Background: an optimization exercise with open tools, aiming at small area. Do not read the settings as production practice.
In this exercise RTL edits were held to simulation tests only and were not proved equivalent to the original. The clock port is modelled as an ideal driver; clocking choices that lean on that would not hold on a real chip.

==> design/flow/design.v <==
`default_nettype none
package stream_buffer_pkg;
	localparam int SAMPLE_W = 16;
	localparam int WORD_W   = 2 * SAMPLE_W;
	localparam int FILL_W   = 32;
	localparam int STORE_DEPTH = 16;
	localparam int QUEUE_DEPTH = 4;
	localparam int CHAIN_DEPTH = STORE_DEPTH + QUEUE_DEPTH;
	localparam int TOTAL_W     = $clog2(CHAIN_DEPTH + 1);
	localparam int QCNT_W      = $clog2(QUEUE_DEPTH + 1);
	typedef logic [SAMPLE_W-1:0] sample_t;
	typedef logic [WORD_W-1:0]   word_t;
	typedef logic [FILL_W-1:0]   fill_t;
endpackage
`default_nettype wire
`default_nettype none
module word_packer (
	input  wire logic                       ti_clk,
	input  wire logic                       rst_n,
	input  wire logic                       write,
	input  wire stream_buffer_pkg::sample_t data_in,
	output stream_buffer_pkg::word_t        pk_data,
	output logic                            pk_valid,
	output logic                            pending
);
	stream_buffer_pkg::sample_t hold_q;
	stream_buffer_pkg::sample_t lo_q;
	always_ff @(posedge ti_clk or negedge rst_n) begin
		if (!rst_n) begin
			pending  <= 1'b0;
			pk_valid <= 1'b0;
		end else begin
			pk_valid <= write & pending;
			if (write) begin
				pending <= ~pending;
			end
		end
	end
	always_ff @(posedge ti_clk) begin
		if (write && !pending) begin
			hold_q <= data_in;
		end
		lo_q <= data_in;
	end
	assign pk_data = {hold_q, lo_q};
endmodule
`default_nettype wire
`default_nettype none
module bulk_store (
	input  wire logic                                  ti_clk,
	input  wire stream_buffer_pkg::word_t              pk_data,
	input  wire logic                                  shift_lo,
	input  wire logic                                  shift_hi,
	output stream_buffer_pkg::word_t [stream_buffer_pkg::CHAIN_DEPTH-1:0] chain
);
	localparam int SD = stream_buffer_pkg::STORE_DEPTH;
	localparam int CD = stream_buffer_pkg::CHAIN_DEPTH;
	always_ff @(posedge ti_clk) begin
		if (shift_lo) begin
			chain[0] <= pk_data;
			for (int i = 1; i < SD; i++) begin
				chain[i] <= chain[i-1];
			end
		end
		if (shift_hi) begin
			for (int i = SD; i < CD; i++) begin
				chain[i] <= chain[i-1];
			end
		end
	end
endmodule
`default_nettype wire
`default_nettype none
module out_queue (
	input  wire logic                                  ti_clk,
	input  wire logic                                  rst_n,
	input  wire logic                                  push,
	input  wire logic                                  read,
	input  wire stream_buffer_pkg::word_t [stream_buffer_pkg::CHAIN_DEPTH-1:0] chain,
	output logic                                       shift_lo,
	output logic                                       shift_hi,
	output logic [stream_buffer_pkg::TOTAL_W-1:0]      total,
	output stream_buffer_pkg::word_t                   data_out
);
	localparam int CD     = stream_buffer_pkg::CHAIN_DEPTH;
	localparam int SD     = stream_buffer_pkg::STORE_DEPTH;
	localparam int QD     = stream_buffer_pkg::QUEUE_DEPTH;
	localparam int TW     = stream_buffer_pkg::TOTAL_W;
	localparam int QW     = stream_buffer_pkg::QCNT_W;
	logic [QW-1:0] qcount;
	logic          seen;
	logic          q_empty;
	logic          q_full;
	logic          st_empty;
	logic          st_full;
	logic          xfer;
	logic          drop;
	logic          pop;
	logic          grow;
	logic [TW-1:0] head;
	logic [CD-1:0] sel;
	assign q_empty  = (qcount == '0);
	assign q_full   = (qcount == QW'(QD));
	assign st_empty = (total == TW'(qcount));
	assign st_full  = (total == TW'(qcount) + TW'(SD));
	assign xfer     = ~st_empty & ~q_full;
	assign drop     = push & st_full & ~xfer;
	assign pop      = read & ~q_empty;
	assign shift_lo = push;
	assign shift_hi = push & ~drop;
	assign grow     = push & ~drop;
	always_ff @(posedge ti_clk or negedge rst_n) begin
		if (!rst_n) begin
			total  <= '0;
			qcount <= '0;
			seen   <= 1'b0;
		end else begin
			total  <= total + TW'(grow) - TW'(pop);
			qcount <= qcount + QW'(xfer) - QW'(pop);
			if (pop) begin
				seen <= 1'b1;
			end
		end
	end
	assign head = total - TW'(!q_empty);
	always_comb begin
		for (int i = 0; i < CD; i++) begin
			sel[i] = (head == TW'(i)) & (!q_empty | seen);
		end
		data_out = '0;
		for (int i = 0; i < CD; i++) begin
			data_out = data_out | ({stream_buffer_pkg::WORD_W{sel[i]}} & chain[i]);
		end
	end
endmodule
`default_nettype wire
`default_nettype none
module fill_monitor (
	input  wire logic                                  ti_clk,
	input  wire logic                                  rst_n,
	input  wire logic                                  pending,
	input  wire logic [stream_buffer_pkg::TOTAL_W-1:0] total,
	output stream_buffer_pkg::fill_t                   fill_count
);
	logic [stream_buffer_pkg::TOTAL_W:0] fill_q;
	always_ff @(posedge ti_clk or negedge rst_n) begin
		if (!rst_n) begin
			fill_q <= '0;
		end else begin
			fill_q <= {total, pending};
		end
	end
	assign fill_count = stream_buffer_pkg::fill_t'(fill_q);
endmodule
`default_nettype wire
`default_nettype none
module stream_buffer (
	input  wire logic                            ti_clk,
	input  wire logic                            rst_n,
	input  wire logic                            write,
	input  wire stream_buffer_pkg::sample_t      data_in,
	input  wire logic                            read,
	output logic [stream_buffer_pkg::WORD_W-1:0] data_out,
	output stream_buffer_pkg::fill_t             fill_count
);
	stream_buffer_pkg::word_t                                   pk_data;
	logic                                                       pk_valid;
	logic                                                       pending;
	logic                                                       shift_lo;
	logic                                                       shift_hi;
	logic [stream_buffer_pkg::TOTAL_W-1:0]                      total;
	stream_buffer_pkg::word_t [stream_buffer_pkg::CHAIN_DEPTH-1:0] chain;
	word_packer u_packer (
		.ti_clk(ti_clk), .rst_n(rst_n), .write(write), .data_in(data_in),
		.pk_data(pk_data), .pk_valid(pk_valid), .pending(pending)
	);
	bulk_store u_store (
		.ti_clk(ti_clk), .pk_data(pk_data), .shift_lo(shift_lo),
		.shift_hi(shift_hi), .chain(chain)
	);
	out_queue u_queue (
		.ti_clk(ti_clk), .rst_n(rst_n), .push(pk_valid), .read(read),
		.chain(chain), .shift_lo(shift_lo), .shift_hi(shift_hi),
		.total(total), .data_out(data_out)
	);
	fill_monitor u_fill (
		.ti_clk(ti_clk), .rst_n(rst_n), .pending(pending), .total(total),
		.fill_count(fill_count)
	);
endmodule
`default_nettype wire
==> design/flow/run.sh <==
#!/bin/bash
# synth_recipe.tcl (not shown) runs the flow's synth.tcl, then flattens the netlist and writes it again
# the make line also repeats each setting of config.mk as NAME=value (left out here)
make -C /OpenROAD-flow-scripts/flow DESIGN_CONFIG=/design/flow/config.mk WORK_HOME=/design/flow/orfs CLKGATE_MAP_FILE= SYNTH_SCRIPT=/design/flow/synth_recipe.tcl finish
==> design/flow/config.mk <==
export PLATFORM = sky130hd
export DESIGN_NAME = stream_buffer
export DESIGN_NICKNAME = stream_buffer
export VERILOG_FILES = /design/flow/design.v
export SDC_FILE = /design/flow/constraint.sdc
export NUM_CORES = 4
export LEC_CHECK = 0
export CAP_MARGIN = 20
export CORE_MARGIN = 2
export CORE_UTILIZATION = 40
export SLEW_MARGIN = 20
==> design/flow/constraint.sdc <==
create_clock -name core_clock -period 4.0 [get_ports {ti_clk}]
set_input_delay 0.8000 -clock core_clock [delete_from_list [all_inputs] [get_ports {ti_clk}]]
set_output_delay 0.8000 -clock core_clock [all_outputs]
set_load 0.01 [all_outputs]
==> results of run 1 <==
state kept, by name (all words and copies together), names as in the netlist:
name               count
u_packer.lo_q         16
u_queue.seen           1
u_packer.hold_q       16
u_queue.qcount         3
u_packer.pk_valid      1
u_fill.fill_q          6
u_queue.total          5
u_store.chain        640
u_packer.pending       1
per-stage QoR:
stage | TNS, ns | cells | util [%] | cell area (µm²)
final | -11.99 | 2899 | 53.1 | 34800
after global routing | -14.75 | 2899 | 53.1 | 34800
after CTS | -11.74 | 2863 | 51.7 | 33900
after floorplan | -516.37 | 1582 | - | 26600
after detailed placement | -12.95 | 2680 | 45.9 | 30100
after global placement | -12.37 | 2680 | 45.9 | 30100
kinds of logic (layout without fill, tap and decap cells):
kind of cell	after synthesis	in the layout	synth area share (%)
buffers and inverters	118	570	2.39
other	1	26	0.0142
DFF	689	689	77.2
and+or+nand+nor	292	293	5.63
adders and majority gates	13	13	0.671
xor gates and xnor gates	13	13	0.501
AOI/OAI and AO/OA	348	348	10.2
muxes	83	83	3.37
cell usage after synthesis (all sizes together), types with 15 or more instances:
cell	number	area share, %
a22o	38	1.3
dfxtp	16	1.2
edfxtp	656	74
nor3	29	0.55
a22oi	74	2.1
nand3	66	1.4
a221oi	47	1.6
clkbuf	33	0.47
mux2i	60	2.3
nor2	56	0.84
nand2	71	1.0
mux2	20	0.85
o22ai	32	0.76
a21oi	45	0.85
a2111oi	15	0.57
dfrtp	17	1.6
a32oi	19	0.63
buf	71	1.7
nand4	20	0.47
timing repair:
item | 4_1_cts | 5_1_grt
resized for setup | 372 | 127
cloned | 2 | 1
endpoints found under the setup margin | 32 | 32
buffers inserted | 54 | 41
pin swaps | 85 | 79
placed cells by master (no fill, tap or decap), types with 11 or more instances in the layout:
| cell type | Yosys | final |
|---|---|---|
| a221oi_2 | 0 | 27 |
| o22ai_1 | 32 | 15 |
| clkinv_2 | 0 | 16 |
| buf_8 | 0 | 19 |
| edfxtp_1 | 656 | 656 |
| a22oi_1 | 74 | 55 |
| a32oi_1 | 19 | 13 |
| nor2_1 | 53 | 27 |
| buf_6 | 5 | 74 |
| inv_1 | 14 | 14 |
| o22ai_2 | 0 | 14 |
| a22oi_2 | 0 | 19 |
| nor3_1 | 29 | 19 |
| clkdlybuf4s50_1 | 0 | 25 |
| a22o_1 | 38 | 38 |
| a221oi_1 | 47 | 19 |
| mux2i_1 | 60 | 55 |
| buf_4 | 31 | 243 |
| conb_1 | 1 | 26 |
| a31oi_1 | 14 | 14 |
| dfxtp_1 | 16 | 16 |
| nand4_1 | 20 | 20 |
| a21oi_1 | 45 | 44 |
| clkbuf_1 | 33 | 13 |
| nand3_1 | 61 | 54 |
| nand2_1 | 70 | 56 |
| nor2_4 | 1 | 19 |
| dfrtp_1 | 17 | 16 |
| mux2_2 | 20 | 20 |
| nor2_2 | 2 | 11 |
| clkbuf_16 | 0 | 75 |
| buf_2 | 29 | 27 |
| buf_12 | 0 | 36 |
critical path: stages, from the launching register on:
cell and delay [ns]:
dfrtp_1 0.37, or3_4 0.40, ha_4 0.19, ha_4 0.21
buf_6 0.13, and3b_2 0.25, o211ai_4 0.23, buf_6 0.14
nor2_4 0.04, buf_6 0.13, buf_6 0.13, a221o_1 0.35
or3_4 0.39, buf_6 0.13
cell type report:
cell class	count	area (µm²)	share of cell area [%]
clock buffers	97	2050	5.88
clock inverters	32	216	0.621
flip-flops and latches	689	20400	58.7
well taps	864	1080	3.10
inverters	14	52.6	0.151
multi-input cells	776	6880	19.7
repair buffers	427	4110	11.8
layer usage:
layer | GRT usage, % | up-vias | part of all wire, %
met4 | 8.65 | 2 | 3.4
met5 | 0 | - | 0.011
met1 | 32.6 | 8685 | 41
li1 | - | 7174 | -
met2 | 34.9 | 929 | 46
met3 | 5.01 | 170 | 8.9
how the worst max path moves through the flow:
stage	start	cells past startpoint	endpoint	slack, ns
after floorplan	u_packer.pk_valid	10	u_queue.total[4]	-3.97
after global placement	u_queue.qcount[0]	12	data_out[15]	-0.55
after detailed placement	u_queue.qcount[0]	12	data_out[15]	-0.61
after CTS	u_queue.qcount[2]	13	data_out[11]	-0.46
after global routing	u_queue.qcount[1]	13	data_out[14]	-0.57
final	u_queue.qcount[1]	13	data_out[14]	-0.50
==> flow_summary.yaml, run 1 <==
synthesis:
  synthCells: 1557
  postSynthAreaPerCell_um2: 17.0
  syn-cell-area_um2: 26500
  ys_types: 70
  yosysSeqAreaShare_pct: 77.2
  ys_ff_latch: 689
  synth_ff_type: "edfxtp_1"
  synth-async-reset-ratio_pct: 2.47
  synth_edf_count: 656
  yosysWarnings: 4
placement:
  gp_congestion: 0.912
  port_buffers: 57
  dp_hpwl_mm: 51.3
  place_ws_ns: -0.613
worst_setup_path:
  reg2reg_slack_ns: 1.32
  start_kind: "flip-flop"
  worstPathArrival_ns: 3.70
  criticalPathCategory: "reg2out"
  required_ns: 3.20
  rr_worst_depth: 14
  crit_fanout: 6
  end_kind: "output port"
  r2r-end: "u_queue.total[4]"
  reg2reg_from: "u_queue.qcount[2]"
route:
  first_pass_iters: 5
  drtIter0Drc: 2138
  drc: 0
  via_per_inst: 5.85
  wl_mm: 79.6
  ant_nets: 0
  route.detailed.wl_per_inst_um: 27.5
  vias: 16960
clocking:
  clock-sinks: 689
  clk_path_buf_depth: 3
  cts_root_buffer: "clkbuf_16"
  cts_buffers: 71
  htree_levels: 3
  cts_tree: "yes"
  clk_latency_ns: 0.63
  hold_buffers: 0
  clk_pin_slew_worst_paths_ns: 0.06
timing:
  whs_ns: 0.394
  fin_crit_ns: 4.50
  worstMarginPinSlew_ns: 1.03
  rsz0062_at_grt: "yes"
  timing.final.crit_share_pct: 112
  clock_skew_ns: 0.0201
  timing.final.ws_setup_ns: -0.500
  finalMaxSlewViolations: 0
  clock.fmax_ghz: 0.222
  setup_viol: 32
  finalHoldViolCount: 0
  slew_headroom_pct: 31.3
die:
  dieArea_um2: 68300
  start_util_pct: 40.3
  fp.coreArea_um2: 65600
  die-height_um: 261
  die_w_um: 261
  ios: 84
  num_rows: 94
worst_hold_path:
  hold_depth: 0
  hold_end: "u_store.chain[0]"
  hold_path_class: "reg2reg"
  min_from: "u_packer.lo_q[0]"
run_status:
  status: "finished with violations"
  so_faults: "setup timing"
cells_and_area:
  num_antenna_cells: 0
  syn2layout_area_growth_pct: 31.6
  nFillCells: 5143
  final_nets: 2012
  drive_above_1_share_pct: 36.9
global_route:
  overflow: 0
  grt_pass1_vias: 16905
  grt_first_pass_wirelength_mm: 114
  antenna_found_initial: 1
  gr-usage-all-layers_pct: 23.0
  grt_max_degree: 166
flow_run:
  drv_cap: 0
==> run 2, diff against run 1 <==
--- a/design/flow/design.v
+++ b/design/flow/design.v
@@ -21,9 +21,10 @@
 	input  wire stream_buffer_pkg::sample_t data_in,
 	output stream_buffer_pkg::word_t        pk_data,
+	output logic                            pair_done,
 	output logic                            pk_valid,
 	output logic                            pending
 );
 	stream_buffer_pkg::sample_t hold_q;
-	stream_buffer_pkg::sample_t lo_q;
+	assign pair_done = write & pending;
 	always_ff @(posedge ti_clk or negedge rst_n) begin
 		if (!rst_n) begin
@@ -31,5 +32,5 @@
 			pk_valid <= 1'b0;
 		end else begin
-			pk_valid <= write & pending;
+			pk_valid <= pair_done;
 			if (write) begin
 				pending <= ~pending;
@@ -41,7 +42,6 @@
 			hold_q <= data_in;
 		end
-		lo_q <= data_in;
-	end
-	assign pk_data = {hold_q, lo_q};
+	end
+	assign pk_data = {hold_q, data_in};
 endmodule
 `default_nettype wire
@@ -76,4 +76,5 @@
 	input  wire logic                                  rst_n,
 	input  wire logic                                  push,
+	input  wire logic                                  pair_done,
 	input  wire logic                                  read,
 	input  wire stream_buffer_pkg::word_t [stream_buffer_pkg::CHAIN_DEPTH-1:0] chain,
@@ -89,7 +90,8 @@
 	localparam int QW     = stream_buffer_pkg::QCNT_W;
 	logic [QW-1:0] qcount;
-	logic          seen;
+	logic          shown;
 	logic          q_empty;
 	logic          q_full;
+	logic          q_last;
 	logic          st_empty;
 	logic          st_full;
@@ -98,8 +100,13 @@
 	logic          pop;
 	logic          grow;
-	logic [TW-1:0] head;
+	logic          head_dn;
+	logic          head_up;
+	logic          head_down;
+	logic [TW-1:0] total_next;
+	logic [CD-1:0] head_q;
 	logic [CD-1:0] sel;
 	assign q_empty  = (qcount == '0);
 	assign q_full   = (qcount == QW'(QD));
+	assign q_last   = (qcount == QW'(1));
 	assign st_empty = (total == TW'(qcount));
 	assign st_full  = (total == TW'(qcount) + TW'(SD));
@@ -107,25 +114,35 @@
 	assign drop     = push & st_full & ~xfer;
 	assign pop      = read & ~q_empty;
-	assign shift_lo = push;
-	assign shift_hi = push & ~drop;
 	assign grow     = push & ~drop;
+	assign total_next = total + TW'(grow) - TW'(pop);
+	assign shift_lo = pair_done;
+	assign shift_hi = pair_done & (total_next != TW'(CD));
 	always_ff @(posedge ti_clk or negedge rst_n) begin
 		if (!rst_n) begin
 			total  <= '0;
 			qcount <= '0;
-			seen   <= 1'b0;
+			shown  <= 1'b0;
 		end else begin
-			total  <= total + TW'(grow) - TW'(pop);
+			total  <= total_next;
 			qcount <= qcount + QW'(xfer) - QW'(pop);
-			if (pop) begin
-				seen <= 1'b1;
-			end
-		end
-	end
-	assign head = total - TW'(!q_empty);
+			if (xfer) begin
+				shown <= 1'b1;
+			end
+		end
+	end
+	assign head_dn   = q_empty ? xfer : (pop & ~(q_last & ~xfer));
+	assign head_up   = shift_hi & ~head_dn;
+	assign head_down = head_dn & ~shift_hi;
+	always_ff @(posedge ti_clk or negedge rst_n) begin
+		if (!rst_n) begin
+			head_q <= CD'(1);
+		end else if (head_up) begin
+			head_q <= {head_q[CD-2:0], 1'b0};
+		end else if (head_down) begin
+			head_q <= {1'b0, head_q[CD-1:1]};
+		end
+	end
+	assign sel = {head_q[CD-1:3], head_q[2:0] & {3{shown}}};
 	always_comb begin
-		for (int i = 0; i < CD; i++) begin
-			sel[i] = (head == TW'(i)) & (!q_empty | seen);
-		end
 		data_out = '0;
 		for (int i = 0; i < CD; i++) begin
@@ -166,4 +183,5 @@
 	stream_buffer_pkg::word_t                                   pk_data;
 	logic                                                       pk_valid;
+	logic                                                       pair_done;
 	logic                                                       pending;
 	logic                                                       shift_lo;
@@ -173,5 +191,5 @@
 	word_packer u_packer (
 		.ti_clk(ti_clk), .rst_n(rst_n), .write(write), .data_in(data_in),
-		.pk_data(pk_data), .pk_valid(pk_valid), .pending(pending)
+		.pk_data(pk_data), .pair_done(pair_done), .pk_valid(pk_valid), .pending(pending)
 	);
 	bulk_store u_store (
@@ -180,5 +198,5 @@
 	);
 	out_queue u_queue (
-		.ti_clk(ti_clk), .rst_n(rst_n), .push(pk_valid), .read(read),
+		.ti_clk(ti_clk), .rst_n(rst_n), .push(pk_valid), .pair_done(pair_done), .read(read),
 		.chain(chain), .shift_lo(shift_lo), .shift_hi(shift_hi),
 		.total(total), .data_out(data_out)
--- a/design/flow/config.mk
+++ b/design/flow/config.mk
@@ -9,3 +9,5 @@
 export CORE_MARGIN = 2
 export CORE_UTILIZATION = 40
+export CTS_CLUSTER_DIAMETER = 100
+export CTS_CLUSTER_SIZE = 30
 export SLEW_MARGIN = 20
==> flow_summary.yaml, run 2 <==
cells_and_area:
  final_cell_mix: "edfxtp_1 (656), a22oi_1 (96), a22o_1 (64), a222oi_1 (64), clkdlybuf4s50_1 (56)"
  largest_reg_flops: 640
  num_antenna_cells: 0
  top_regs: "u_store.chain: 640 flops, u_queue.head_q: 20 flops, u_packer.hold_q: 16 flops"
  syn2layout_area_growth_pct: 9.93
  drive_above_1_share_pct: 8.98
  final_nets: 1358
  layout_commonest_cell: "edfxtp_1"
  fin_area_um2: 27700
  regMostFlops: "u_store.chain"
clocking:
  hold_buffers: 0
  clk_path_buf_depth: 3
  clk_pin_slew_worst_paths_ns: 0.12
  clock-sinks: 693
  cts_root_buffer: "clkbuf_16"
  clk_latency_ns: 0.60
  cts_buffers: 27
  ctsResizeCount: 0
  cts_setup_buffers: 0
  htree_levels: 1
  cts_tree: "yes"
synthesis:
  synth_ff_type: "edfxtp_1"
  synth_top_area_share_pct: 78.1
  ys_top_cells_by_count: "edfxtp_1 (656), a22oi_1 (96), a222oi_1 (64), a22o_1 (64), a221oi_1 (54)"
  ys_types: 38
  synthCells: 1276
  synth_edf_count: 656
  syn-cell-area_um2: 25200
  synth_area_leader_cell: "edfxtp_1"
  synth-async-reset-ratio_pct: 5.34
  postSynthAreaPerCell_um2: 19.8
  ys_ff_latch: 693
  yosysWarnings: 4
  synth.most_common_cell: "edfxtp_1"
  synth_area_leaders: "edfxtp_1 (78%), dfrtp_1 (3.6%), a22oi_1 (2.9%)"
  yosysSeqAreaShare_pct: 81.8
global_route:
  antenna_found_initial: 0
  grt_first_pass_wirelength_mm: 84.9
  grt_pass1_vias: 12761
  gr-usage-all-layers_pct: 17.6
  overflow: 0
  grt_max_degree: 94
timing:
  fin_crit_ns: 3.87
  worstMarginPinSlew_ns: 0.952
  rsz0062_at_grt: "no"
  clock.fmax_ghz: 0.258
  tns_ns: 0
  whs_ns: 0.299
  finalHoldViolCount: 0
  timing.final.crit_share_pct: 96.9
  clock_skew_ns: 0.0335
  finalMaxSlewViolations: 0
  slew_headroom_pct: 36.6
  setup_viol: 0
placement:
  port_buffers: 57
  gp_congestion: 0.807
  dp_hpwl_mm: 33.8
  placed_cell_area_um2: 26900
worst_setup_path:
  rr_worst_depth: 15
  criticalPathCategory: "reg2out"
  crit_fanout: 23
  start_kind: "flip-flop"
  end_kind: "output port"
  worstPathArrival_ns: 3.07
  required_ns: 3.20
route:
  via_per_inst: 5.85
  first_pass_iters: 8
  drc: 0
  route.detailed.wl_per_inst_um: 26.6
  vias: 12835
  drtIter0Drc: 1722
  wl_mm: 58.4
  ant_nets: 0
worst_hold_path:
  hold_path_class: "in2async"
die:
  fp.coreArea_um2: 62700
  start_util_pct: 40.2
  ios: 84
  num_rows: 92
  die-height_um: 255
  dieArea_um2: 65100
  die_w_um: 255
flow_run:
  drv_cap: 0
run_status:
  status: "finished clean"
run 2: cell count changes after synthesis, moves of 32 or more:
cell / delta
a21oi_1: -43
a222oi_1: +63
mux2i_1: -42
nand2_1: -48
nand3_1: -60
nor2_1: -49
o22ai_1: -32
run 2: routing by layer:
layer | part of all wire [%] | routed length (µm) | up-vias | GRT usage [%]
met5 | 0 | 0 | - | 0
met4 | 2.7 | 1590 | 0 | 4.83
met3 | 7.3 | 4260 | 95 | 2.03
met2 | 49 | 28400 | 570 | 28.9
met1 | 41 | 24100 | 6737 | 25.1
li1 | - | - | 5433 | -
run 2: final timing paths:
| check | startpoint | end | slack (ns) |
|---|---|---|---|
| max in group asynchronous | rst_n | u_queue.head_q[17] | 3.09 |
| min | rst_n | u_fill.fill_q[0] | 0.30 |
| max | u_queue.head_q[13] | data_out[10] | 0.13 |
| min in group core_clock | u_packer.hold_q[3] | u_store.chain[19] | 0.42 |
| max reg2reg | u_queue.qcount[1] | u_queue.head_q[6] | 0.70 |
| min reg2reg | u_packer.hold_q[3] | u_store.chain[19] | 0.42 |
run 2: logic make-up (layout without fill, tap and decap cells):
group | Yosys count | count (layout) | share of synthesized area (%)
xor gates and xnor gates | 10 | 10 | 0.347
and+or+nand+nor | 102 | 102 | 2.59
muxes | 18 | 18 | 0.715
buffers and inverters | 127 | 174 | 3.29
DFF | 693 | 693 | 81.8
other | 1 | 26 | 0.0149
adders and majority gates | 10 | 10 | 0.556
AOI/OAI and AO/OA | 315 | 315 | 10.7
run 2: worst max-delay path: stages, from the launching register on:
cell	delay, ns
dfrtp_2	0.99
buf_4	0.42
a221oi_1	0.12
and4_1	0.21
nand4_1	0.15
clkdlybuf4s50_1	0.57
run 2: layout make-up:
| type | count | area [µm²] |
|---|---|---|
| clock buffer | 46 | 747 |
| clock inverter | 3 | 30.0 |
| fill | 5383 | 35000 |
| inverter | 14 | 56.3 |
| multi-input combinational | 481 | 3890 |
| sequential | 693 | 20600 |
| tap | 846 | 1060 |
| timing repair buffer | 111 | 1280 |
run 2: metrics by stage:
stage                     std cells  util, %  setup WS (ns)
after detailed placement       2145     42.9         0.0237
after CTS                      2194     44.2          0.143
after global routing           2194     44.2         0.0946
after global placement         2145     42.9         0.0959
final                          2194     44.2          0.126
after floorplan                1301        -          -4.97
==> run 3, diff against run 2 <==
--- a/design/flow/config.mk
+++ b/design/flow/config.mk
@@ -9,5 +9,3 @@
 export CORE_MARGIN = 2
 export CORE_UTILIZATION = 40
-export CTS_CLUSTER_DIAMETER = 100
-export CTS_CLUSTER_SIZE = 30
 export SLEW_MARGIN = 20
==> flow_summary.yaml, run 3 <==
run_status:
  status: "finished clean"
route:
  via_per_inst: 5.81
  drt-met1-wl_mm: 24.3
  wl_met3_mm: 4.90
  drc: 0
  route.detailed.wl_per_inst_um: 26.3
  ant_nets: 0
  wl_met2_mm: 28.6
  vias: 13212
  first_pass_iters: 8
  drtIter0Drc: 1710
  wl_mm: 59.7
  highest_layer: "met4"
worst_setup_path:
  end_kind: "output port"
  criticalPathCategory: "reg2out"
  crit_fanout: 23
  start_kind: "flip-flop"
  r2r-end: "u_queue.head_q[6]"
  reg2reg_from: "u_queue.qcount[1]"
  required_ns: 3.20
  reg2reg_slack_ns: 0.70
  rr_worst_depth: 15
  critPathMaxStageDelay_ns: 0.96
  crit_slowest_cell: "dfrtp_2"
  worstPathArrival_ns: 3.04
  crit_chain: "buf_4 > a221oi_1 > and4_1 > nand4_1 > clkdlybuf4s50_1"
cells_and_area:
  syn2layout_area_growth_pct: 15.9
  drive_above_1_share_pct: 13.4
  largest_reg_flops: 640
  final_nets: 1401
  num_antenna_cells: 0
  final_cell_mix: "edfxtp_1 (656), a22oi_1 (96), clkbuf_16 (74), a22o_1 (64), a222oi_1 (64)"
  layout_commonest_cell: "edfxtp_1"
  regMostFlops: "u_store.chain"
  fin_area_um2: 29200
  fin_cells: 2274
  top_regs: "u_store.chain: 640 flops, u_queue.head_q: 20 flops, u_packer.hold_q: 16 flops"
timing:
  slew_headroom_pct: 37.3
  finalMaxSlewViolations: 0
  tns_ns: 0
  setup_viol: 0
  clock_skew_ns: 0.0271
  fin_crit_ns: 3.84
  clock.fmax_ghz: 0.261
  finalHoldViolCount: 0
  rsz0062_at_grt: "no"
  worstMarginPinSlew_ns: 0.941
  timing.final.crit_share_pct: 95.9
die:
  dieArea_um2: 65100
  die-height_um: 255
  fp.coreArea_um2: 62700
  die_w_um: 255
  start_util_pct: 40.2
  num_rows: 92
  ios: 84
synthesis:
  synth_ff_type: "edfxtp_1"
  synthCells: 1276
  synth_area_leaders: "edfxtp_1 (78%), dfrtp_1 (3.6%), a22oi_1 (2.9%)"
  synth_edf_count: 656
  syn-cell-area_um2: 25200
  synth.most_common_cell: "edfxtp_1"
  ys_top_cells_by_count: "edfxtp_1 (656), a22oi_1 (96), a222oi_1 (64), a22o_1 (64), a221oi_1 (54)"
  synth_top_area_share_pct: 78.1
  ys_ff_latch: 693
  yosysSeqAreaShare_pct: 81.8
  yosysWarnings: 4
  postSynthAreaPerCell_um2: 19.8
  synth-async-reset-ratio_pct: 5.34
  ys_types: 38
  synth_area_leader_cell: "edfxtp_1"
global_route:
  grt_max_degree: 94
  grt_pass1_vias: 13298
  grt_first_pass_wirelength_mm: 87.2
  gr-usage-all-layers_pct: 18.3
  overflow: 0
  antenna_found_initial: 0
placement:
  dp_hpwl_mm: 33.8
  port_buffers: 57
  placed_cell_area_um2: 26900
  gp_congestion: 0.807
  placed_cells: 2145
clocking:
  cts_setup_buffers: 0
  cts_buffers: 70
  htree_levels: 3
  cts_root_buffer: "clkbuf_16"
  clock-sinks: 693
  clk_path_buf_depth: 3
  clk_pin_slew_worst_paths_ns: 0.06
  ctsResizeCount: 0
  cts_tree: "yes"
  hold_buffers: 0
  clk_latency_ns: 0.61
flow_run:
  drv_cap: 0
worst_hold_path:
  hold_path_class: "in2async"
[run 3: cell count changes in the layout (fill, tap and decap cells not counted), sizes merged]
cell,previous run,this run
clkbuf,46,88
clkinv,2,32
bufinv,0,6
clkinvlp,1,2
inv,14,15
[run 3: worst max-delay path: cells and delay by family, from the launching register on]
family / cells / cell delay (ns)
compound gates: 1 / 0.12
flops: 1 / 0.96
simple gates: 2 / 0.35
buf+inv: 2 / 0.98
[run 3: cell type report]
| type | instances | area [µm²] |
|---|---|---|
| Clock buffer | 88 | 1900 |
| Fill cell | 5254 | 33500 |
| Clock inverter | 41 | 369 |
| Multi-Input combinational cell | 481 | 3890 |
| Tap cell | 846 | 1060 |
| Sequential cell | 693 | 20600 |
| Timing Repair Buffer | 111 | 1280 |
| Inverter | 14 | 56.3 |
[run 3: metrics by stage]
stage	hold slack [ns]	setup WS [ns]	utilization, %
3_5_place_dp	0.405	0.0237	42.9
2_1_floorplan	0.392	-4.97	-
5_1_grt	0.382	0.139	46.6
3_3_place_gp	0.401	0.0959	42.9
6_report	0.324	0.164	46.6
4_1_cts	0.323	0.163	46.6
[run 3: how the worst max path moves through the flow]
stage | startpoint | to | slack [ns] | cells past startpoint
2_1_floorplan | write | u_store.chain[0] | -4.97 | 2
3_3_place_gp | read | u_queue.head_q[15] | 0.1 | 15
5_1_grt | u_queue.head_q[13] | data_out[10] | 0.14 | 5
3_5_place_dp | read | u_store.chain[518] | 0.02 | 13
4_1_cts | u_queue.head_q[13] | data_out[10] | 0.16 | 5
6_report | u_queue.head_q[13] | data_out[10] | 0.16 | 5
[run 3: kinds of logic after synthesis]
kind of cell | synth area share [%]
xor gates and xnor gates | 0.347
adders and majority gates | 0.556
AOI/OAI and AO/OA | 10.7
muxes | 0.715
and+or+nand+nor | 2.59
buffers and inverters | 3.29
other | 0.0149
DFF | 81.8
[run 3: routing by layer]
metal / up-vias / GRT usage [%]
li1: 5580 / -
met1: 6834 / 25.4
met2: 672 / 29.1
met3: 126 / 3.12
met4: 0 / 6.95
met5: - / 0
==> run 4, diff against run 3 <==
==> design/flow/flow/run.sh (new file) <==
#!/bin/bash
# The standard layout (standard.sh: the ORFS flow, standard synthesis) with
# three settings changed:
#  - ports are buffered with sky130_fd_sc_hd__buf_1 instead of the default cell
#  - clock tree sinks are clustered into groups of up to 40 within 60 um
#  - clock tree synthesis inserts no dummy loads
# Full make output goes to flow_make.log; ORFS's per-step logs are under orfs/logs.
set -euo pipefail
cd "$(dirname "${BASH_SOURCE[0]}")/.."
bash standard.sh \
  "BUFFER_PORTS_ARGS=-buffer_cell sky130_fd_sc_hd__buf_1" \
  "CTS_ARGS=-sink_clustering_enable -repair_clock_nets -sink_clustering_size 40 -sink_clustering_max_diameter 60 -dont_use_dummy_load" \
  finish > flow_make.log 2>&1
==> design/flow/standard.sh (new file) <==
#!/bin/bash
# synth_recipe.tcl (not shown) runs the flow's synth.tcl, then flattens the netlist and writes it again
# the make line also repeats each setting of config.mk as NAME=value (left out here)
make -C /OpenROAD-flow-scripts/flow DESIGN_CONFIG=/design/flow/config.mk WORK_HOME=/design/flow/orfs CLKGATE_MAP_FILE= SYNTH_SCRIPT=/design/flow/synth_recipe.tcl "${@:-finish}"
removed: design/flow/run.sh
==> flow_summary.yaml, run 4 <==
run_status:
  status: "finished clean"
timing:
  fin_crit_ns: 3.53
  rsz0062_at_grt: "no"
  timing.final.crit_share_pct: 88.2
  clock_skew_ns: 0.0395
  setup_viol: 0
  clock.fmax_ghz: 0.284
  worstMarginPinSlew_ns: 1.19
  slew_headroom_pct: 20.5
  timing.final.ws_setup_ns: 0.474
  finalHoldViolCount: 0
  finalMaxSlewViolations: 0
cells_and_area:
  layout_commonest_cell: "edfxtp_1"
  num_antenna_cells: 0
  nFillCells: 5381
  regMostFlops: "u_store.chain"
  top_regs: "u_store.chain: 640 flops, u_queue.head_q: 20 flops, u_packer.hold_q: 16 flops"
  drive_above_1_share_pct: 8.97
  largest_reg_flops: 640
  fin_cells: 2173
  syn2layout_area_growth_pct: 8.60
  final_cell_mix: "edfxtp_1 (656), a22oi_1 (96), a22o_1 (64), a222oi_1 (64), buf_1 (56)"
  final_nets: 1359
clocking:
  clock-sinks: 693
  cts_root_buffer: "clkbuf_16"
  cts_tree: "yes"
  ctsResizeCount: 0
  clk_latency_ns: 0.58
  hold_buffers: 0
  clk_pin_slew_worst_paths_ns: 0.08
  cts_setup_buffers: 0
  clk_path_buf_depth: 3
  htree_levels: 2
  cts_buffers: 41
synthesis:
  synth-async-reset-ratio_pct: 5.34
  ys_top_cells_by_count: "edfxtp_1 (656), a22oi_1 (96), a222oi_1 (64), a22o_1 (64), a221oi_1 (54)"
  ys_types: 38
  synth_area_leaders: "edfxtp_1 (78%), dfrtp_1 (3.6%), a22oi_1 (2.9%)"
  synth.most_common_cell: "edfxtp_1"
  syn-cell-area_um2: 25200
  synthCells: 1276
  postSynthAreaPerCell_um2: 19.8
  synth_edf_count: 656
  yosysWarnings: 4
  synth_top_area_share_pct: 78.1
  synth_ff_type: "edfxtp_1"
  ys_ff_latch: 693
  synth_area_leader_cell: "edfxtp_1"
  yosysSeqAreaShare_pct: 81.8
flow_run:
  drv_cap: 0
worst_setup_path:
  r2r-end: "u_queue.head_q[1]"
  reg2reg_slack_ns: 0.47
  start_kind: "flip-flop"
  worstPathArrival_ns: 3.98
  criticalPathCategory: "reg2reg"
  rr_worst_depth: 15
  reg2reg_from: "u_queue.qcount[1]"
  required_ns: 4.46
  end_kind: "flip-flop"
  crit_fanout: 20
route:
  drtIter0Drc: 1805
  via_per_inst: 5.94
  vias: 12897
  ant_nets: 0
  route.detailed.wl_per_inst_um: 27.2
  first_pass_iters: 6
  wl_mm: 59.1
  drc: 0
global_route:
  grt_use_met3_pct: 2.76
  grt_max_degree: 175
  overflow: 0
  gr-usage-all-layers_pct: 18.3
  use_met1_pct: 26.3
  grt_pass1_vias: 13082
  antenna_found_initial: 0
  use_met2_pct: 29.5
  busiest_layer: "met2"
  grt_first_pass_wirelength_mm: 87.4
die:
  start_util_pct: 40.2
  ios: 84
  die-height_um: 255
  num_rows: 92
  fp.coreArea_um2: 62700
  dieArea_um2: 65100
  die_w_um: 255
placement:
  port_buffers: 57
  placed_cells: 2132
  dp_hpwl_mm: 32.5
  gp_congestion: 0.783
  place_ws_ns: 0.215
worst_hold_path:
  hold_path_class: "in2async"
## run 4: worst max-delay path by stage
| stage | from | to | slack [ns] | cells past startpoint |
|---|---|---|---|---|
| final | u_queue.qcount[1] | u_queue.head_q[1] | 0.47 | 15 |
| after global routing | u_queue.qcount[1] | u_queue.head_q[8] | 0.18 | 15 |
| after CTS | u_queue.qcount[1] | u_queue.head_q[1] | 0.46 | 15 |
| after detailed placement | read | u_queue.head_q[1] | 0.21 | 15 |
| after global placement | read | u_queue.head_q[11] | 0.35 | 15 |
| after floorplan | write | u_store.chain[0] | -4.97 | 2 |
## run 4: final cells by class
cell class	count	area [µm²]	area share, %
clock buffer	41	1030	3.75
sequential	693	20600	75.4
timing repair buffer	98	698	2.55
multi-input combinational	481	3890	14.2
inverter	14	56.3	0.206
tap	846	1060	3.87
## run 4: per-stage QoR
| stage | util [%] | TNS (ns) | instance area (µm²) | hold slack (ns) |
|---|---|---|---|---|
| after floorplan | - | -2913.20 | 25300 | 0.392 |
| after global placement | 42.0 | 0 | 26400 | 0.403 |
| after detailed placement | 42.0 | 0 | 26400 | 0.407 |
| after CTS | 43.6 | 0 | 27400 | 0.345 |
| after global routing | 43.6 | 0 | 27400 | 0.395 |
| final | 43.6 | 0 | 27400 | 0.349 |
## run 4: logic make-up (layout without fill, tap and decap cells)
family,count (synthesis),count (layout),share of synthesized area (%)
AOI/OAI and AO/OA,315,315,10.7
xor gates and xnor gates,10,10,0.347
adders and majority gates,10,10,0.556
buffers and inverters,127,153,3.29
DFF,693,693,81.8
muxes,18,18,0.715
other,1,26,0.0149
and+or+nand+nor,102,102,2.59
## run 4: layer usage
metal	part of all wire [%]	up-vias	wire, µm
li1	-	5432	-
met1	43	6827	25200
met2	48	552	28500
met3	7.3	86	4320
met4	1.7	0	1030
met5	0	-	0
## run 4: worst max-delay path: stages (launching register included)
cell and delay (ns):
dfrtp_1 0.48, nor3_1 0.26, nor2b_1 0.11, ha_1 0.28, inv_1 0.06, ha_1 0.15
inv_1 0.06, fa_1 0.44, nand2b_1 0.16, a21oi_1 0.15, xnor2_1 0.14, a41oi_4 0.26
ha_1 0.20, buf_4 0.32, mux2i_1 0.24, o21ai_0 0.10
==> run 5, diff against run 4 <==
==> design/flow/flow/run.sh (replaced) <==
#!/bin/bash
# The standard layout (standard.sh: the ORFS flow, standard synthesis) with
# three settings changed:
#  - ports are buffered with sky130_fd_sc_hd__buf_1 instead of the default cell
#  - clock tree sinks are clustered into groups of up to 30 within 100 um
#  - clock tree synthesis inserts no dummy loads
# Full make output goes to flow_make.log; ORFS's per-step logs are under orfs/logs.
set -euo pipefail
cd "$(dirname "${BASH_SOURCE[0]}")/.."
bash standard.sh \
  "BUFFER_PORTS_ARGS=-buffer_cell sky130_fd_sc_hd__buf_1" \
  "CTS_ARGS=-sink_clustering_enable -repair_clock_nets -sink_clustering_size 30 -sink_clustering_max_diameter 100 -dont_use_dummy_load" \
  CAP_MARGIN=5 SLEW_MARGIN=5 \
  finish > flow_make.log 2>&1
==> flow_summary.yaml, run 5 <==
run_status:
  status: "finished clean"
route:
  drtIter0Drc: 1984
  wl_mm: 58.7
  vias: 12853
  highest_layer: "met4"
  first_pass_iters: 6
  drc: 0
  ant_nets: 0
  route.detailed.wl_per_inst_um: 27.2
  via_per_inst: 5.95
  wl_met2_mm: 28.4
  wl_met3_mm: 4.32
  drt-met1-wl_mm: 25.0
synthesis:
  ys_types: 38
  postSynthAreaPerCell_um2: 19.8
  yosysSeqAreaShare_pct: 81.8
  synth_edf_count: 656
  synth.most_common_cell: "edfxtp_1"
  synth_top_area_share_pct: 78.1
  yosysWarnings: 4
  synthCells: 1276
  synth_ff_type: "edfxtp_1"
  synth_area_leader_cell: "edfxtp_1"
  ys_top_cells_by_count: "edfxtp_1 (656), a22oi_1 (96), a222oi_1 (64), a22o_1 (64), a221oi_1 (54)"
  synth_area_leaders: "edfxtp_1 (78%), dfrtp_1 (3.6%), a22oi_1 (2.9%)"
  syn-cell-area_um2: 25200
  ys_ff_latch: 693
  synth-async-reset-ratio_pct: 5.34
timing:
  clock_skew_ns: 0.0538
  timing.final.crit_share_pct: 88.2
  worstMarginPinSlew_ns: 1.20
  clock.fmax_ghz: 0.284
  rsz0062_at_grt: "no"
  setup_viol: 0
  whs_ns: 0.329
  timing.final.ws_setup_ns: 0.473
  fin_crit_ns: 3.53
  finalMaxSlewViolations: 0
  finalHoldViolCount: 0
  slew_headroom_pct: 19.8
  tns_ns: 0
die:
  start_util_pct: 40.2
  die-height_um: 255
  num_rows: 92
  dieArea_um2: 65100
  fp.coreArea_um2: 62700
  die_w_um: 255
  ios: 84
worst_setup_path:
  end_kind: "flip-flop"
  start_kind: "flip-flop"
  crit_fanout: 20
  reg2reg_from: "u_queue.qcount[1]"
  cp-startpoint: "u_queue.qcount[1]"
  worstPathArrival_ns: 3.99
  criticalPathCategory: "reg2reg"
  required_ns: 4.46
cells_and_area:
  layout_commonest_cell: "edfxtp_1"
  multiInputGateArea_um2: 3890
  final_cell_mix: "edfxtp_1 (656), a22oi_1 (96), a22o_1 (64), a222oi_1 (64), buf_1 (56)"
  regMostFlops: "u_store.chain"
  nFillCells: 5410
  top_regs: "u_store.chain: 640 flops, u_queue.head_q: 20 flops, u_packer.hold_q: 16 flops"
  drive_above_1_share_pct: 8.00
  largest_reg_flops: 640
  fin_area_um2: 27000
  num_antenna_cells: 0
  fin_cells: 2159
  syn2layout_area_growth_pct: 7.21
  final_nets: 1345
  regArea_um2: 20600
worst_hold_path:
  hold_path_class: "in2async"
global_route:
  grt_first_pass_wirelength_mm: 86.9
  gr-usage-all-layers_pct: 18.0
  antenna_found_initial: 0
  grt_pass1_vias: 12912
  grt_max_degree: 175
  overflow: 0
clocking:
  hold_buffers: 0
  cts_buffers: 27
  cts_root_buffer: "clkbuf_16"
  htree_levels: 1
  clk_latency_ns: 0.59
  cts_setup_buffers: 0
  ctsResizeCount: 0
  cts_tree: "yes"
  clock-sinks: 693
  clk_path_buf_depth: 3
  clk_pin_slew_worst_paths_ns: 0.11
placement:
  dp_hpwl_mm: 32.5
  place_ws_ns: 0.215
  placed_cells: 2132
  port_buffers: 57
  gp_congestion: 0.783
  placed_cell_area_um2: 26400
flow_run:
  drv_cap: 0
==> run 5: worst paths after layout <==
path	to	slack [ns]	depth (start not counted)
hold / removal	u_queue.head_q[16]	0.33	1
setup reg to reg	u_queue.head_q[1]	0.47	15
min in group core_clock	u_store.chain[12]	0.40	1
hold reg to reg	u_store.chain[64]	0.41	0
max in group asynchronous	u_queue.head_q[5]	3.02	1
setup / recovery	u_queue.head_q[1]	0.47	15
==> run 5: cells by family (layout without fill, tap and decap cells) <==
| logic type | Yosys count | count (layout) | synth area share, % |
|---|---|---|---|
| AO/OA/AOI/OAI | 315 | 315 | 10.7 |
| AND/OR/NAND/NOR | 102 | 102 | 2.59 |
| adder cells (fa/ha/maj) | 10 | 10 | 0.556 |
| buffers and inverters | 127 | 139 | 3.29 |
| other | 1 | 26 | 0.0149 |
| XOR/XNOR | 10 | 10 | 0.347 |
| multiplexers | 18 | 18 | 0.715 |
| flip-flops | 693 | 693 | 81.8 |
==> run 5: final cells by class <==
| class | instances | area share (%) |
|---|---|---|
| clock buffers | 27 | 2.50 |
| inverters | 14 | 0.208 |
| multi-input cells | 481 | 14.4 |
| flip-flops and latches | 693 | 76.4 |
| well taps | 846 | 3.92 |
| repair buffers | 98 | 2.58 |
==> run 5: worst max-delay path, stage by stage, from the launching register on <==
cell and delay [ns]:
dfrtp_1 0.48, nor3_1 0.26, nor2b_1 0.10, ha_1 0.28
inv_1 0.06, ha_1 0.15, inv_1 0.06, fa_1 0.44
nand2b_1 0.16, a21oi_1 0.15, xnor2_1 0.13, a41oi_4 0.25
ha_1 0.20, buf_4 0.32, mux2i_1 0.24, o21ai_0 0.10
==> run 5: metrics by stage <==
step	util [%]
floorplan	-
global placement	42.0
detailed placement	42.0
CTS	43.1
global route	43.1
finish	43.1
==> run 5: per-layer routing <==
metal / global-route usage, % / vias up
met5: 0 / -
met4: 3.12 / 0
met3: 2.25 / 66
met2: 29.5 / 593
met1: 26.3 / 6794
li1: - / 5400
==> run 6, diff against run 5 <==
--- a/design/flow/flow/run.sh
+++ b/design/flow/flow/run.sh
@@ -11,4 +11,4 @@
   "BUFFER_PORTS_ARGS=-buffer_cell sky130_fd_sc_hd__buf_1" \
   "CTS_ARGS=-sink_clustering_enable -repair_clock_nets -sink_clustering_size 30 -sink_clustering_max_diameter 100 -dont_use_dummy_load" \
-  CAP_MARGIN=5 SLEW_MARGIN=5 \
+  MATCH_CELL_FOOTPRINT=0 \
   finish > flow_make.log 2>&1
==> flow_summary.yaml, run 6 <==
die:
  fp.coreArea_um2: 62700
  num_rows: 92
  ios: 84
  dieArea_um2: 65100
  die_w_um: 255
  die-height_um: 255
  start_util_pct: 40.2
cells_and_area:
  syn2layout_area_growth_pct: 7.21
  multiInputGateArea_um2: 3890
  num_antenna_cells: 0
  layout_commonest_cell: "edfxtp_1"
  largest_reg_flops: 640
  final_nets: 1345
  top_regs: "u_store.chain: 640 flops, u_queue.head_q: 20 flops, u_packer.hold_q: 16 flops"
  final_cell_mix: "edfxtp_1 (656), a22oi_1 (96), a22o_1 (64), a222oi_1 (64), buf_1 (56)"
  regArea_um2: 20600
  regMostFlops: "u_store.chain"
  nFillCells: 5410
  drive_above_1_share_pct: 8.00
  fin_area_um2: 27000
  utilization_pct: 43.1
placement:
  gp_congestion: 0.783
  placed_cell_area_um2: 26400
  dp_hpwl_mm: 32.5
  port_buffers: 57
global_route:
  grt_max_degree: 175
  antenna_found_initial: 0
  overflow: 0
  grt_pass1_vias: 12912
  grt_first_pass_wirelength_mm: 86.9
  gr-usage-all-layers_pct: 18.0
synthesis:
  synth_area_leaders: "edfxtp_1 (78%), dfrtp_1 (3.6%), a22oi_1 (2.9%)"
  synth_ff_type: "edfxtp_1"
  synthCells: 1276
  postSynthAreaPerCell_um2: 19.8
  yosysSeqAreaShare_pct: 81.8
  synth_area_leader_cell: "edfxtp_1"
  ys_top_cells_by_count: "edfxtp_1 (656), a22oi_1 (96), a222oi_1 (64), a22o_1 (64), a221oi_1 (54)"
  synth_top_area_share_pct: 78.1
  synth.most_common_cell: "edfxtp_1"
  synth-async-reset-ratio_pct: 5.34
  ys_types: 38
  yosysWarnings: 4
  ys_ff_latch: 693
  syn-cell-area_um2: 25200
  synth_edf_count: 656
route:
  drtIter0Drc: 1984
  vias: 12853
  via_per_inst: 5.95
  route.detailed.wl_per_inst_um: 27.2
  first_pass_iters: 6
  drc: 0
  ant_nets: 0
  wl_mm: 58.7
worst_setup_path:
  criticalPathCategory: "reg2reg"
  end_kind: "flip-flop"
  crit_top_cell: "ha_1"
  crit_slowest_cell: "dfrtp_1"
  critPathMaxStageDelay_ns: 0.48
  crit_chain: "nor3_1 > nor2b_1 > ha_1 > inv_1 > ha_1 > inv_1 > fa_1 > nand2b_1 > a21oi_1 > xnor2_1 > a41oi_4 > ha_1 > buf_4 > mux2i_1 > o21ai_0"
  worstPathArrival_ns: 3.99
  required_ns: 4.46
  start_kind: "flip-flop"
  crit_fanout: 20
clocking:
  htree_levels: 1
  hold_buffers: 0
  clk_latency_ns: 0.59
  ctsResizeCount: 0
  cts_root_buffer: "clkbuf_16"
  clk_path_buf_depth: 3
  clock-sinks: 693
  cts_setup_buffers: 0
  cts_buffers: 27
  cts_tree: "yes"
  clk_pin_slew_worst_paths_ns: 0.11
timing:
  tns_ns: 0
  finalHoldViolCount: 0
  clock_skew_ns: 0.0538
  finalMaxSlewViolations: 0
  slew_headroom_pct: 19.8
  clock.fmax_ghz: 0.284
  fin_crit_ns: 3.53
  worstMarginPinSlew_ns: 1.20
  setup_viol: 0
  timing.final.crit_share_pct: 88.2
  rsz0062_at_grt: "no"
run_status:
  status: "finished clean"
worst_hold_path:
  hold_path_class: "in2async"
flow_run:
  drv_cap: 0
==> run 6: cell counts after synthesis <==
Identical to the previous run, type by type.
==> run 6: cell type report <==
type                    count  share of cell area [%]
flip-flops and latches    693                    76.4
multi-input cells         481                    14.4
well taps                 846                    3.92
repair buffers             98                    2.58
clock buffers              27                    2.50
inverters                  14                   0.208
==> run 6: cell families after synthesis <==
kind of cell	after synthesis	share of synthesized area, %
xor gates and xnor gates	10	0.347
adders and majority gates	10	0.556
AOI/OAI and AO/OA	315	10.7
other	1	0.0149
and+or+nand+nor	102	2.59
buffers and inverters	127	3.29
muxes	18	0.715
DFF	693	81.8
==> run 6: path summary, 6_finish.rpt <==
path | slack (ns) | cells past startpoint | to | start
min in group core_clock | 0.40 | 1 | u_store.chain[12] | data_in[12]
worst max register to register | 0.47 | 15 | u_queue.head_q[1] | u_queue.qcount[1]
worst min-delay path | 0.33 | 1 | u_queue.head_q[16] | rst_n
worst min register to register | 0.41 | 0 | u_store.chain[64] | u_store.chain[32]
max in group asynchronous | 3.02 | 1 | u_queue.head_q[5] | rst_n
worst max-delay path | 0.47 | 15 | u_queue.head_q[1] | u_queue.qcount[1]
==> run 6: per-layer routing <==
layer / GRT usage, % / vias up / share of wire (%)
li1: - / 5400 / -
met1: 26.3 / 6794 / 43
met2: 29.5 / 593 / 48
met3: 2.25 / 66 / 7.4
met4: 3.12 / 0 / 1.7
met5: 0 / - / 0
==> run 6: stage by stage <==
step	hold slack [ns]	setup WS [ns]	cells
6_report	0.329	0.473	2159
2_1_floorplan	0.392	-4.97	1301
3_5_place_dp	0.407	0.215	2132
3_3_place_gp	0.403	0.354	2132
5_1_grt	0.374	0.202	2159
4_1_cts	0.325	0.444	2159
==> run 6: worst max-delay path, delay by kind of cell, from the launching register on <==
kind                     cells  cell delay (ns)
adder cells (fa/ha/maj)      4             1.07
AND/OR/NAND/NOR              3             0.52
AO/OA/AOI/OAI                3             0.50
flip-flops                   1             0.48
buffers and inverters        3             0.44
multiplexers                 1             0.24
XOR/XNOR                     1             0.13
==> run 7, diff against run 6 <==
--- a/design/flow/flow/run.sh
+++ b/design/flow/flow/run.sh
@@ -11,4 +11,4 @@
   "BUFFER_PORTS_ARGS=-buffer_cell sky130_fd_sc_hd__buf_1" \
   "CTS_ARGS=-sink_clustering_enable -repair_clock_nets -sink_clustering_size 30 -sink_clustering_max_diameter 100 -dont_use_dummy_load" \
-  MATCH_CELL_FOOTPRINT=0 \
+  CORE_UTILIZATION=55 \
   finish > flow_make.log 2>&1
==> flow_summary.yaml, run 7 <==
run_status:
  status: "finished clean"
worst_setup_path:
  worstPathArrival_ns: 3.75
  crit_slowest_cell: "dfrtp_1"
  cp-startpoint: "u_queue.qcount[1]"
  critPathMaxStageDelay_ns: 0.48
  required_ns: 4.25
  r2r-end: "u_store.chain[537]"
  reg2reg_slack_ns: 0.50
  end_kind: "flip-flop"
  reg2reg_from: "u_queue.qcount[1]"
  start_kind: "flip-flop"
  criticalPathCategory: "reg2reg"
  crit_end: "u_store.chain[537]"
  crit_fanout: 100
  rr_worst_depth: 12
  crit_chain: "nor3_1 > nor2b_1 > ha_1 > inv_1 > ha_1 > inv_1 > fa_1 > nand2b_1 > a21oi_1 > xnor2_1 > a41oi_4 > buf_12"
clocking:
  clk_latency_ns: 0.60
  cts_buffers: 27
  htree_levels: 1
  ctsResizeCount: 0
  cts_tree: "yes"
  clk_path_buf_depth: 3
  clock-sinks: 693
  cts_setup_buffers: 0
  cts_root_buffer: "clkbuf_16"
  hold_buffers: 0
  clk_pin_slew_worst_paths_ns: 0.11
route:
  first_pass_iters: 9
  drc: 0
  drtIter0Drc: 1784
  via_per_inst: 6.58
  wl_mm: 56.1
  vias: 12573
  ant_nets: 0
  route.detailed.wl_per_inst_um: 29.3
synthesis:
  synth_ff_type: "edfxtp_1"
  ys_types: 38
  synthCells: 1276
  synth_top_area_share_pct: 78.1
  ys_ff_latch: 693
  yosysSeqAreaShare_pct: 81.8
  yosysWarnings: 4
  syn-cell-area_um2: 25200
  synth_area_leader_cell: "edfxtp_1"
  ys_top_cells_by_count: "edfxtp_1 (656), a22oi_1 (96), a222oi_1 (64), a22o_1 (64), a221oi_1 (54)"
  synth_edf_count: 656
  postSynthAreaPerCell_um2: 19.8
  synth-async-reset-ratio_pct: 5.34
  synth.most_common_cell: "edfxtp_1"
  synth_area_leaders: "edfxtp_1 (78%), dfrtp_1 (3.6%), a22oi_1 (2.9%)"
cells_and_area:
  final_nets: 1344
  utilization_pct: 59.1
  fin_cells: 1912
  drive_above_1_share_pct: 7.93
  regMostFlops: "u_store.chain"
  num_antenna_cells: 0
  largest_reg_flops: 640
  top_regs: "u_store.chain: 640 flops, u_queue.head_q: 20 flops, u_packer.hold_q: 16 flops"
  final_cell_mix: "edfxtp_1 (656), a22oi_1 (96), a22o_1 (64), a222oi_1 (64), buf_1 (56)"
  syn2layout_area_growth_pct: 6.18
  layout_commonest_cell: "edfxtp_1"
timing:
  setup_viol: 0
  fin_crit_ns: 3.50
  clock_skew_ns: 0.0512
  whs_ns: 0.309
  worstMarginPinSlew_ns: 1.09
  finalMaxSlewViolations: 0
  timing.final.crit_share_pct: 87.6
  slew_headroom_pct: 27.5
  clock.fmax_ghz: 0.286
  finalHoldViolCount: 0
  rsz0062_at_grt: "no"
placement:
  dp_hpwl_mm: 31.1
  port_buffers: 57
  placed_cells: 1884
  gp_congestion: 0.782
die:
  fp.coreArea_um2: 45300
  start_util_pct: 55.7
  ios: 84
  num_rows: 78
  die-height_um: 218
  dieArea_um2: 47600
  die_w_um: 218
global_route:
  grt_pass1_vias: 12423
  overflow: 0
  grt_first_pass_wirelength_mm: 82.6
  gr-usage-all-layers_pct: 23.7
  antenna_found_initial: 0
  grt_max_degree: 215
flow_run:
  drv_cap: 0
worst_hold_path:
  hold_path_class: "in2async"
[run 7: cell counts after synthesis]
No cell type changed its count.
[run 7: cell type report]
type / instances / area [µm²]
clock buffer: 27 / 676
fill: 3329 / 18500
inverter: 14 / 56.3
multi-input combinational: 481 / 3890
sequential: 693 / 20600
tap: 600 / 751
timing repair buffer: 97 / 748
[run 7: how the worst min path moves through the flow]
stage,from,end,slack (ns),cells past startpoint
floorplan,u_queue.total[3],u_fill.fill_q[4],0.39,0
global placement,u_packer.hold_q[4],u_store.chain[20],0.40,0
detailed placement,u_queue.total[3],u_fill.fill_q[4],0.40,0
CTS,rst_n,u_queue.qcount[2],0.34,1
global route,rst_n,u_queue.qcount[2],0.37,1
finish,rst_n,u_queue.qcount[2],0.31,1
[run 7: cell families (layout without fill, tap and decap cells)]
kind of cell               after synthesis  count (layout)  synth area share, %
AOI/OAI and AO/OA                      315             315                 10.7
xor gates and xnor gates                10              10                0.347
adders and majority gates               10              10                0.556
buffers and inverters                  127             138                 3.29
DFF                                    693             693                 81.8
muxes                                   18              18                0.715
other                                    1              26               0.0149
and+or+nand+nor                        102             102                 2.59
[run 7: critical path: cells and delay by family, from the launching register on]
kind,cells,cell delay (ns)
compound gates,2,0.37
xor+xnor,1,0.14
fa+ha+maj,3,0.86
buf+inv,3,0.50
flops,1,0.48
simple gates,3,0.54
[run 7: per-stage QoR]
step,area (µm²),setup TNS (ns),setup WS [ns]
global placement,26100,0,0.388
global route,26800,0,0.206
detailed placement,26100,0,0.236
floorplan,25300,-2913.20,-4.97
CTS,26700,0,0.485
finish,26800,0,0.498
[run 7: metal layers]
metal  GRT usage, %  share of wire (%)  vias to the layer above
li1               -                  -                     5400
met2           37.2                 47                      527
met3           3.58                7.7                       69
met4           4.76                1.7                        0
met1           35.9                 43                     6577
met5              0                  0                        -
==> run 8, diff against run 7 <==
--- a/design/flow/flow/run.sh
+++ b/design/flow/flow/run.sh
@@ -11,4 +11,4 @@
   "BUFFER_PORTS_ARGS=-buffer_cell sky130_fd_sc_hd__buf_1" \
   "CTS_ARGS=-sink_clustering_enable -repair_clock_nets -sink_clustering_size 30 -sink_clustering_max_diameter 100 -dont_use_dummy_load" \
-  CORE_UTILIZATION=55 \
+  MATCH_CELL_FOOTPRINT=0 GPL_KEEP_OVERFLOW=0 \
   finish > flow_make.log 2>&1
==> flow_summary.yaml, run 8 <==
cells_and_area:
  syn2layout_area_growth_pct: 8.09
  final_cell_mix: "edfxtp_1 (656), a22oi_1 (96), a22o_1 (64), a222oi_1 (64), buf_1 (56)"
  largest_reg_flops: 640
  top_regs: "u_store.chain: 640 flops, u_queue.head_q: 20 flops, u_packer.hold_q: 16 flops"
  num_antenna_cells: 0
  nFillCells: 5368
  drive_above_1_share_pct: 7.15
  layout_commonest_cell: "edfxtp_1"
  regMostFlops: "u_store.chain"
  fin_cells: 2146
  final_nets: 1332
clocking:
  htree_levels: 1
  cts_buffers: 27
  clk_latency_ns: 0.62
  cts_setup_buffers: 0
  clk_path_buf_depth: 3
  cts_tree: "yes"
  cts_root_buffer: "clkbuf_16"
  hold_buffers: 0
  clk_pin_slew_worst_paths_ns: 0.11
  clock-sinks: 693
worst_setup_path:
  rr_worst_depth: 15
  criticalPathCategory: "reg2reg"
  crit_fanout: 20
  required_ns: 4.47
  end_kind: "flip-flop"
  start_kind: "flip-flop"
  worstPathArrival_ns: 4.16
synthesis:
  synth-async-reset-ratio_pct: 5.34
  synthCells: 1276
  syn-cell-area_um2: 25200
  synth_area_leader_cell: "edfxtp_1"
  postSynthAreaPerCell_um2: 19.8
  synth_top_area_share_pct: 78.1
  synth_edf_count: 656
  ys_top_cells_by_count: "edfxtp_1 (656), a22oi_1 (96), a222oi_1 (64), a22o_1 (64), a221oi_1 (54)"
  ys_ff_latch: 693
  synth_ff_type: "edfxtp_1"
  yosysWarnings: 4
  yosysSeqAreaShare_pct: 81.8
  ys_types: 38
  synth_area_leaders: "edfxtp_1 (78%), dfrtp_1 (3.6%), a22oi_1 (2.9%)"
  synth.most_common_cell: "edfxtp_1"
timing:
  finalHoldViolCount: 0
  setup_viol: 0
  worstMarginPinSlew_ns: 0.790
  fin_crit_ns: 3.69
  clock_skew_ns: 0.0910
  slew_headroom_pct: 47.4
  timing.final.crit_share_pct: 92.3
  rsz0062_at_grt: "no"
  clock.fmax_ghz: 0.271
  finalMaxSlewViolations: 0
  whs_ns: 0.0942
flow_run:
  drv_cap: 0
die:
  ios: 84
  start_util_pct: 40.2
  num_rows: 92
  fp.coreArea_um2: 62700
  die_w_um: 255
  die-height_um: 255
  dieArea_um2: 65100
placement:
  gp_congestion: 0.787
  dp_hpwl_mm: 29.6
  placed_cells: 2119
  port_buffers: 57
route:
  drc: 0
  ant_nets: 0
  via_per_inst: 5.94
  highest_layer: "met4"
  wl_met2_mm: 27.0
  vias: 12742
  route.detailed.wl_per_inst_um: 26.7
  drtIter0Drc: 1767
  wl_met3_mm: 5.16
  first_pass_iters: 6
  wl_mm: 57.3
  drt-met1-wl_mm: 24.3
run_status:
  status: "finished clean"
global_route:
  overflow: 0
  grt_pass1_vias: 12675
  grt_max_degree: 41
  grt_first_pass_wirelength_mm: 84.6
  antenna_found_initial: 0
  gr-usage-all-layers_pct: 17.5
worst_hold_path:
  hold_path_class: "in2async"
run 8: cells by family after synthesis:
kind of cell    share of synthesized area [%]
buf+inv                                  3.29
flops                                    81.8
mux                                     0.715
xor+xnor                                0.347
fa+ha+maj                               0.556
simple gates                             2.59
other cells                            0.0149
compound gates                           10.7
run 8: path summary, 6_finish.rpt:
| path | end | start | slack (ns) |
|---|---|---|---|
| min reg2reg | u_store.chain[16] | u_packer.hold_q[0] | 0.36 |
| max in group asynchronous | u_queue.head_q[0] | rst_n | 3.37 |
| max | u_queue.head_q[10] | u_queue.qcount[0] | 0.31 |
| max reg2reg | u_queue.head_q[10] | u_queue.qcount[0] | 0.31 |
| min in group core_clock | u_store.chain[16] | u_packer.hold_q[0] | 0.36 |
| min | u_fill.fill_q[0] | rst_n | 0.09 |
run 8: layout make-up:
type	instances	area (µm²)	area share, %
Clock buffer	27	676	2.48
Sequential cell	693	20700	75.9
Timing Repair Buffer	85	861	3.16
Multi-Input combinational cell	481	3910	14.4
Inverter	14	56.3	0.207
Tap cell	846	1060	3.88
run 8: critical path: stages, from the launching register on:
cell and delay [ns]:
dfrtp_1 0.43, nor3_1 0.27, nor2b_1 0.11, ha_1 0.28
inv_1 0.05, ha_1 0.15, inv_1 0.06, fa_1 0.42
nand2b_1 0.16, a21oi_1 0.15, xnor2_1 0.13, a41oi_4 0.41
buf_16 0.22, ha_4 0.37, mux2i_1 0.23, o21ai_0 0.11
run 8: repair_timing:
item / 4_1_cts / 5_1_grt
cloned: 0 / 0
setup endpoints to repair: 20 / 20
hold endpoints to repair: 0 / 0
resized for setup: 1 / 1
run 8: stage by stage:
step / cell area [µm²] / setup TNS, ns / worst slack, ns / utilization, %
after floorplan: 25300 / -2913.20 / -4.97 / -
after global placement: 25800 / -4854.64 / -8.18 / 41.2
after detailed placement: 26600 / -11.34 / -0.608 / 42.3
after CTS: 27200 / 0 / 0.0563 / 43.4
after global routing: 27300 / 0 / 0.0436 / 43.4
final: 27300 / 0 / 0.310 / 43.4
run 8: layer usage:
metal / vias up / GRT usage, %
li1: 5384 / -
met1: 6695 / 25.8
met2: 610 / 27.9
met3: 53 / 2.63
met4: 0 / 3.09
met5: - / 0

==> re-timing with driven ports <==
Ports are ideal in the flow. The routed layouts listed here were re-timed in OpenROAD. Step 1 (the two cells are an assumption about what drives the block):
set clk [get_ports {ti_clk}]
set_driving_cell -lib_cell sky130_fd_sc_hd__clkbuf_16 $clk
set_driving_cell -lib_cell sky130_fd_sc_hd__buf_2 [delete_from_list [all_inputs] $clk]
Step 2, shift: input delay + t, output delay - t, t = (earliest + latest rising clock arrival at the registers) / 2. This alone moves slack from input paths to output paths. Three values: ideal ports, drivers, drivers and shift; two values: the first two.
| run | shift t [ns] | slack for setup (ns) | clock arrival spread, ns | worst slew at a driven data input, ns |
|---|---|---|---|---|
| run 1 | 0.685 | -0.500 / -0.566 / 0.120 | 0.021 / 0.021 | 0.05 |
| run 2 | 0.645 | 0.126 / 0.069 / 0.041 | 0.035 / 0.035 | 0.06 |
| run 3 | 0.651 | 0.164 / 0.107 / 0.036 | 0.034 / 0.034 | 0.06 |
| run 4 | 0.627 | 0.474 / 0.471 / 0.237 | 0.056 / 0.055 | 0.06 |
| run 5 | 0.637 | 0.473 / 0.423 / 0.250 | 0.072 / 0.073 | 0.06 |
| run 6 | 0.637 | 0.473 / 0.423 / 0.250 | 0.072 / 0.073 | 0.06 |
| run 7 | 0.645 | 0.498 / 0.471 / 0.274 | 0.071 / 0.071 | 0.06 |
| run 8 | 0.634 | 0.310 / 0.310 / 0.053 | 0.093 / 0.092 | 0.05 |
For run 8, which loses most, drivers alone change the setup slack by 0.000 ns; drivers and shift together by -0.257 ns.
